Context: an optimization exercise on an open-source flow, tuned for small area, a short achievable clock period and few clock cycles. The choices shown serve that exercise and are no tape-out recipe.
Only simulation tests tie the RTL to the original design; equivalence was not proved.

## job 101
==> flow/design.v (excerpt) <==
module mold_parser (
	input  logic                                  clk,
	input  logic                                  nreset,
	input  logic                                  axis_tvalid_i,
	input  logic [mold_stream_pkg::BEAT_BYTES*8-1:0] axis_tdata_i,
	input  logic [mold_stream_pkg::BEAT_BYTES-1:0]   axis_tkeep_i,
	input  logic                                  axis_tlast_i,
	output logic                                  axis_tready_o,
	output logic                                  mold_msg_v_o,
	output mold_stream_pkg::msg_beat_t            mold_msg_o,
	input  logic                                  mold_msg_ready_i,
	output logic                                  eos_v_o
);
Size in the first run: roughly 31000 µm² of cells after synthesis.
export LEC_CHECK = 0
export ABC_AREA = 1
export CAP_MARGIN = 20
export CORE_MARGIN = 2
export CORE_UTILIZATION = 65
export SETUP_SLACK_MARGIN = 5
export SLEW_MARGIN = 20
create_clock -name core_clock -period 8.5 [get_ports {clk}]
run.sh (not shown) runs the stock make flow with config.mk's settings and CLKGATE_MAP_FILE= SYNTH_SCRIPT=/design/flow/synth_recipe.tcl, a recipe that flattens the netlist after the stock synthesis.
Both conditions hold for job 101: the flow ran to the end and the final layout passed the timing, design-rule and antenna checks.
Testbench counts of job 101, summed over its fixed seeds: cycles 69,390.
Input changes introduced in job 102 (baseline for comparison: job 101):
- ABC_AREA: 1 -> unset
- CORE_UTILIZATION: 65 -> 40
## What came out
Cmp job 102 vs job 101: total wirelength of the detailed-routed design higher in job 102. Against job 101, job 102 comes in about 20% higher on average wire per standard cell. Higher worst setup skew after layout was reported by job 102, not job 101. Job 102 finished end to end and its layout was clean on timing, DRC and antenna. Going from job 101 to job 102, core utilization shrinks by 25 points. Of job 102 and job 101, the lower non-clock buffer count belongs to job 101.
Input changes introduced in job 103 (baseline for comparison: job 102):
- TNS_END_PERCENT now 5, previously not set
- ABC_AREA now 1, previously not set
- CORE_UTILIZATION now 55, was 40
==> flow/flow/run.sh (new file) <==
#!/bin/bash
# The standard layout, with the port buffers that ORFS adds to every input and output made
# from the smallest buffer cell instead of the one buffer_ports picks on its own.
set -euo pipefail
export BUFFER_PORTS_ARGS="-buffer_cell sky130_fd_sc_hd__buf_1"
bash standard.sh > standard_flow.log 2>&1
==> flow/standard.sh (new file) <==
#!/bin/bash
# synth_recipe.tcl (not shown) runs the flow's synth.tcl, then flattens the netlist and writes it again
# the make line also repeats each setting of config.mk as NAME=value (left out here)
make -C /OpenROAD-flow-scripts/flow DESIGN_CONFIG=/design/flow/config.mk WORK_HOME=/design/flow/orfs CLKGATE_MAP_FILE= SYNTH_SCRIPT=/design/flow/synth_recipe.tcl "${@:-finish}"
removed: flow/run.sh
==> results.txt <==
- Job 103 vs job 102: global-route track usage on met3 up
- Delta (job 103 minus job 102): post-synthesis cell count has increased.
- Taking job 102 as the reference, in job 103 number of signal-net buffers in the layout down 253; delay of the slowest cell on the worst path fell 100 ps.
- The most common library cell in the layout ignoring fill and taps comes out nand2_1 in one run and edfxtp_1 in the other, namely in job 103 and job 102 respectively.
- Highest signal layer in the routed design = met4: job 102; highest signal layer in the routed design = met5: job 103
Inputs modified between job 103 and job 104:
- CTS_CLUSTER_DIAMETER: unset -> 80
- CTS_CLUSTER_SIZE: unset -> 30
Findings:
Job 104 -> job 103: synthesized cell area delta 0, exact match
In job 104, the share of the core filled with cells came out 0.62 points below the value in job 103.
Changes observed in job 104 relative to job 103: non-filler instance count after layout lower, detailed-router iteration count before antenna repair lower, number of clock sinks seen by CTS roughly the same, total number of vias roughly the same.
Compared with job 103, job 104 shows a global-route wire length before repair that is about 1% lower.
Looking at fraction of met3 tracks used by global routing, job 104 sits 0.56 points lower than job 103 does.
For number of buffers added on ports, job 104 and job 103 come out practically identical.
Summary of the comparison: flip-flop and latch share of the layout cell area is higher in job 104, relative to job 103.

---

mold_parser, a different RTL version from the one above (not shown whole).
Size: roughly 4100 cells after synthesis, about 490 flip-flops, ~300 I/O pins, about 32000 um^2 of cells after synthesis.
clock: 8.5 ns
lec_check: 0
abc_area: 1
cap_margin: 20
core_margin: 2
core_utilization: 52
slew_margin: 20
tns_end_percent: 5
standard.sh (not shown) runs the stock make flow with config.mk's settings and CLKGATE_MAP_FILE= SYNTH_SCRIPT=/design/flow/synth_recipe.tcl, a recipe that flattens the netlist after the stock synthesis.
==> flow/flow/run.sh <==
#!/bin/bash
# The standard layout with two changes to how it is optimised: the port buffers that ORFS adds
# to every input and output are made from the smallest buffer cell instead of the one
# buffer_ports picks, and timing repair aims at a setup margin of 5.4 ns.
set -euo pipefail
export BUFFER_PORTS_ARGS="-buffer_cell sky130_fd_sc_hd__buf_1"
export SETUP_SLACK_MARGIN=5.4
bash standard.sh > standard_flow.log 2>&1
The starting point finished with timing, DRC and antenna clean.
Testbench counts at the start, summed over its fixed seeds: cycles 69,390.
Then changed:
--- a/flow/flow/run.sh
+++ b/flow/flow/run.sh
@@ -4 +4 @@
-# buffer_ports picks, and timing repair aims at a setup margin of 5.4 ns.
+# buffer_ports picks, and timing repair aims at a setup margin of 5.2 ns.
@@ -7 +7 @@
-export SETUP_SLACK_MARGIN=5.4
+export SETUP_SLACK_MARGIN=5.2
Settings changed: CORE_UTILIZATION 52 to 56.
The new run finished clean.
Global-route usage rises by 1.4 points.
Fmax came out lower by 1.7%.
Final cell count barely changes.
Sequential share of layout area barely changes.
Worst hold slack got worse by 0.030 ns.
Synthesized area does not change.
Final area stays flat.

==> separate check: timing with driven ports <==
The results above use ideal ports. As a check the final layouts listed here were re-extracted and re-timed, cells and wires unchanged.
Step 1 (the two cells are an assumption about what drives the block):
set clk [get_ports {clk}]
set_driving_cell -lib_cell sky130_fd_sc_hd__clkbuf_16 $clk
set_driving_cell -lib_cell sky130_fd_sc_hd__buf_2 [delete_from_list [all_inputs] $clk]
Step 2 times the ports against the registers' clock, not the clock port: input delays grow and output delays shrink by t, the midpoint of the rising clock arrivals with the driver on.
Three values: ideal ports, drivers, drivers and shift; two values: the first two.
run	shift t [ns]	slack for setup (ns)	worst setup path at the end	clock arrival spread, ns	worst register clock-pin slew, ns
job 101	0.677	4.813 / 4.813 / 4.357	input to register	0.018 / 0.018	0.07 / 0.07
job 102	0.688	4.334 / 4.334 / 4.194	input to register	0.043 / 0.043	0.07 / 0.07
job 103	0.671	4.838 / 4.838 / 4.423	input to register	0.028 / 0.028	0.08 / 0.08
job 104	0.695	4.844 / 4.838 / 4.426	input to register	0.041 / 0.041	0.11 / 0.11
the first run of note 2	0.679	5.014 / 5.014 / 4.694	input to register	0.022 / 0.022	0.07 / 0.07
the second run of note 2	0.682	4.955 / 4.955 / 4.633	input to register	0.037 / 0.038	0.07 / 0.07
After both steps setup and hold are still met in every run listed. For job 101, which loses most, drivers alone change the setup slack by 0.000 ns; drivers and shift together by -0.456 ns.
